Context: an optimization exercise on an open-source flow, tuned for small area and a short achievable clock period. The choices shown serve that exercise and are no tape-out recipe. The RTL was checked by simulation tests, not by an equivalence proof against the original design.

==> flow/design.v <==
package pwm_multi_pkg;
  localparam logic [1:0] REG_COUNT = 2'd0;
  localparam logic [1:0] REG_ON    = 2'd1;
  localparam logic [1:0] REG_OFF   = 2'd2;
  localparam logic [1:0] REG_CTRL  = 2'd3;
  localparam int CTRL_LEVEL      = 0;
  localparam int CTRL_RUNNING    = 1;
  localparam int CTRL_ONE_SHOT   = 2;
  localparam int CTRL_POS_IRQ_EN = 3;
  localparam int CTRL_NEG_IRQ_EN = 4;
  localparam int CTRL_POS_FLAG   = 5;
  localparam int CTRL_NEG_FLAG   = 6;
  localparam int CTRL_INVERT     = 7;
endpackage
module pwm_channel (
  input  logic        clk_i,
  input  logic        rst_i,
  input  logic [31:0] wd_i,        
  input  logic        cnt_wr_i,    
  input  logic        on_ld_i,     
  input  logic        off_ld_i,    
  input  logic        ctrl_wr_i,   
  output logic [31:0] cnt_o,
  output logic [31:0] on_o,
  output logic [31:0] off_o,
  output logic [7:0]  ctrl_o,
  output logic        out_o,
  output logic        irq_o        
);
  logic [31:0] cnt_q, on_q, off_q, offa_q;
  logic level_q, running_q, one_shot_q, pos_en_q, neg_en_q, pos_flag_q, neg_flag_q, invert_q;
  logic        zero;
  logic [31:0] zl;         
  logic        start, stop, act, load_on, load_off, dec, os_end;
  logic        s_on, s_off, s_cnt;
  always_comb begin
    zl[0] = 1'b1;
    for (int i = 1; i < 32; i++) zl[i] = zl[i-1] & ~cnt_q[i-1];
  end
  assign zero = zl[31] & ~cnt_q[31];
  assign start    = ctrl_wr_i & wd_i[1] & ~running_q;
  assign stop     = ctrl_wr_i & ~wd_i[1] & running_q;
  assign act      = running_q & ~stop;
  assign load_on  = start | (act & zero & ~level_q);
  assign load_off = act & zero & level_q & ~one_shot_q;
  assign os_end   = act & zero & level_q & one_shot_q;
  assign dec      = act & ~zero;
  assign s_on  = ~cnt_wr_i & load_on;
  assign s_off = ~cnt_wr_i & load_off;
  assign s_cnt = ~cnt_wr_i & ~start;
  logic [31:0] cnt_d;
  assign cnt_d = ({32{cnt_wr_i}} & wd_i) | ({32{s_on}} & on_q) | ({32{s_off}} & offa_q) |
                 ({32{s_cnt}} & (cnt_q ^ ({32{dec}} & zl)));
  always_ff @(posedge clk_i) begin
    cnt_q <= cnt_d;
    if (on_ld_i)  on_q  <= wd_i;
    if (off_ld_i) off_q <= wd_i;
    if (!level_q) offa_q <= off_q;
  end
  logic level_d, running_d, one_shot_d, pos_en_d, neg_en_d, pos_flag_d, neg_flag_d, invert_d;
  logic out_q;
  always_comb begin
    level_d    = load_on | (level_q & ~(stop | load_off | os_end));
    running_d  = ctrl_wr_i ? wd_i[1] : running_q;
    one_shot_d = ctrl_wr_i ? wd_i[2] : one_shot_q;
    pos_en_d   = ctrl_wr_i ? wd_i[3] : pos_en_q;
    neg_en_d   = ctrl_wr_i ? wd_i[4] : neg_en_q;
    invert_d   = ctrl_wr_i ? wd_i[7] : invert_q;
    pos_flag_d = load_on | (pos_flag_q & ~(ctrl_wr_i & wd_i[5]));
    neg_flag_d = load_off | os_end | (neg_flag_q & ~(ctrl_wr_i & wd_i[6]));
    if (os_end) running_d = 1'b0;
    if (rst_i) begin
      level_d    = 1'b0;
      running_d  = 1'b0;
      one_shot_d = 1'b0;
      pos_en_d   = 1'b0;
      neg_en_d   = 1'b0;
      pos_flag_d = 1'b0;
      neg_flag_d = 1'b0;
      invert_d   = 1'b0;
    end
  end
  always_ff @(posedge clk_i) begin
    level_q    <= level_d;
    running_q  <= running_d;
    one_shot_q <= one_shot_d;
    pos_en_q   <= pos_en_d;
    neg_en_q   <= neg_en_d;
    pos_flag_q <= pos_flag_d;
    neg_flag_q <= neg_flag_d;
    invert_q   <= invert_d;
    out_q      <= level_d ^ invert_d;
  end
  assign cnt_o  = cnt_q;
  assign on_o   = on_q;
  assign off_o  = off_q;
  assign ctrl_o = {invert_q, neg_flag_q, pos_flag_q, neg_en_q, pos_en_q, one_shot_q, running_q, level_q};
  assign out_o  = out_q;
  assign irq_o  = (pos_flag_d & pos_en_d) | (neg_flag_d & neg_en_d);   
endmodule
module pwm_multi
#(
  parameter int NUM_CHANNELS  = 8,
  parameter int COUNTER_WIDTH = 32,
  localparam int ADDR_W       = $clog2(NUM_CHANNELS) + 2
) (
  input  logic                    csi_clk,
  input  logic                    rsi_reset,
  input  logic [ADDR_W-1:0]       avs_s0_address,
  input  logic                    avs_s0_read,
  input  logic                    avs_s0_write,
  input  logic [31:0]             avs_s0_writedata,
  output logic [31:0]             avs_s0_readdata,
  output logic                    ins_irq_n,
  output logic [NUM_CHANNELS-1:0] coe_conduit_output
);
  localparam int NCH = 8;
  logic [31:0] wd;
  logic [NCH-1:0] ch_sel;
  logic [3:0]     reg_sel;
  logic [NCH-1:0] irq_vec;
  logic [31:0]    cnt [NCH];
  logic [31:0]    on  [NCH];
  logic [31:0]    off [NCH];
  logic [7:0]     ctrl[NCH];
  logic [31:0]    readdata_q;
  assign wd = avs_s0_writedata & {32{~rsi_reset}};
  always_comb begin
    for (int i = 0; i < NCH; i++) ch_sel[i] = (avs_s0_address[4:2] == 3'(i));
    for (int r = 0; r < 4; r++)   reg_sel[r] = (avs_s0_address[1:0] == 2'(r));
  end
  generate
    for (genvar g = 0; g < NCH; g++) begin : g_ch
      logic we;
      assign we = avs_s0_write & ch_sel[g];
      pwm_channel u_ch (
        .clk_i     (csi_clk),
        .rst_i     (rsi_reset),
        .wd_i      (wd),
        .cnt_wr_i  (rsi_reset | (we & reg_sel[0])),
        .on_ld_i   (rsi_reset | (we & reg_sel[1])),
        .off_ld_i  (rsi_reset | (we & reg_sel[2])),
        .ctrl_wr_i (we & reg_sel[3]),
        .cnt_o     (cnt[g]),
        .on_o      (on[g]),
        .off_o     (off[g]),
        .ctrl_o    (ctrl[g]),
        .out_o     (coe_conduit_output[g]),
        .irq_o     (irq_vec[g])
      );
    end
  endgenerate
  logic        rd_en, hold;
  logic [31:0] rd_d;
  assign rd_en = avs_s0_read & ~rsi_reset;
  assign hold  = ~avs_s0_read & ~rsi_reset;
  always_comb begin
    rd_d = readdata_q & {32{hold}};
    for (int i = 0; i < NCH; i++) begin
      rd_d = rd_d | (cnt[i]          & {32{rd_en & ch_sel[i] & reg_sel[0]}});
      rd_d = rd_d | (on[i]           & {32{rd_en & ch_sel[i] & reg_sel[1]}});
      rd_d = rd_d | (off[i]          & {32{rd_en & ch_sel[i] & reg_sel[2]}});
      rd_d = rd_d | ({24'd0, ctrl[i]} & {32{rd_en & ch_sel[i] & reg_sel[3]}});
    end
  end
  always_ff @(posedge csi_clk) readdata_q <= rd_d;
  assign avs_s0_readdata = readdata_q;
  logic irq_n_q;
  always_ff @(posedge csi_clk) irq_n_q <= ~|irq_vec;
  assign ins_irq_n       = irq_n_q;
endmodule
Settings: LEC_CHECK=0, CAP_MARGIN=20, CORE_MARGIN=2, CORE_UTILIZATION=50, CTS_CLUSTER_DIAMETER=100, CTS_CLUSTER_SIZE=30, SETUP_SLACK_MARGIN=1.8, SLEW_MARGIN=20; clock period 5.0 ns.
run.sh (not shown) runs the stock make flow with config.mk's settings and CLKGATE_MAP_FILE= SYNTH_SCRIPT=/design/flow/synth_recipe.tcl, a recipe that flattens the netlist after the stock synthesis.
The baseline passed the timing, design-rule and antenna checks.
Change:
- CORE_UTILIZATION: 50 -> 40
- CTS_CLUSTER_DIAMETER: 100 -> not set
- CTS_CLUSTER_SIZE: 30 -> not set
- SETUP_SLACK_MARGIN: 1.8 -> 2.6
Worst setup slack degrades by 0.067 ns.
Global-route usage goes down by 5.8 points.
Maximum frequency falls by 2.0%.
Clock-buffer cell count rose by 79.
Utilization goes down by 1.1 points.
Critical path depth shrinks by 2.

==> re-timing with driven ports <==
Ports are ideal in the flow. The routed layouts listed here were re-timed in OpenROAD.
Step 1: set_driving_cell puts a clkbuf_16 on csi_clk and a buf_2 on each other input, an assumption about the parent block.
Step 2 adds t to the input delays and takes it off the output delays; t is the mean of the earliest and latest rising clock arrival at the registers after step 1. Input paths then give back, and output paths get back, about the clock's delay inside the block.
Slacks: no drivers / after step 1 / after step 2; pairs: no drivers / after step 1.
| run | shift t [ns] | slack for setup (ns) | slew at the worst register clock pin (ns) | worst slew at a driven data input, ns | cell pins on the clock port's net |
|---|---|---|---|---|---|
| the first run | 0.768 | 1.632 / 1.683 / 0.914 | 0.12 / 0.12 | 0.07 | 1 |
| the second run | 0.851 | 1.564 / 1.564 / 1.076 | 0.07 / 0.07 | 0.18 | 1 |
After both steps every run listed still meets setup and hold. The setup slack of the first run, which loses most, moves by +0.051 ns with the drivers and by -0.718 ns with both steps.
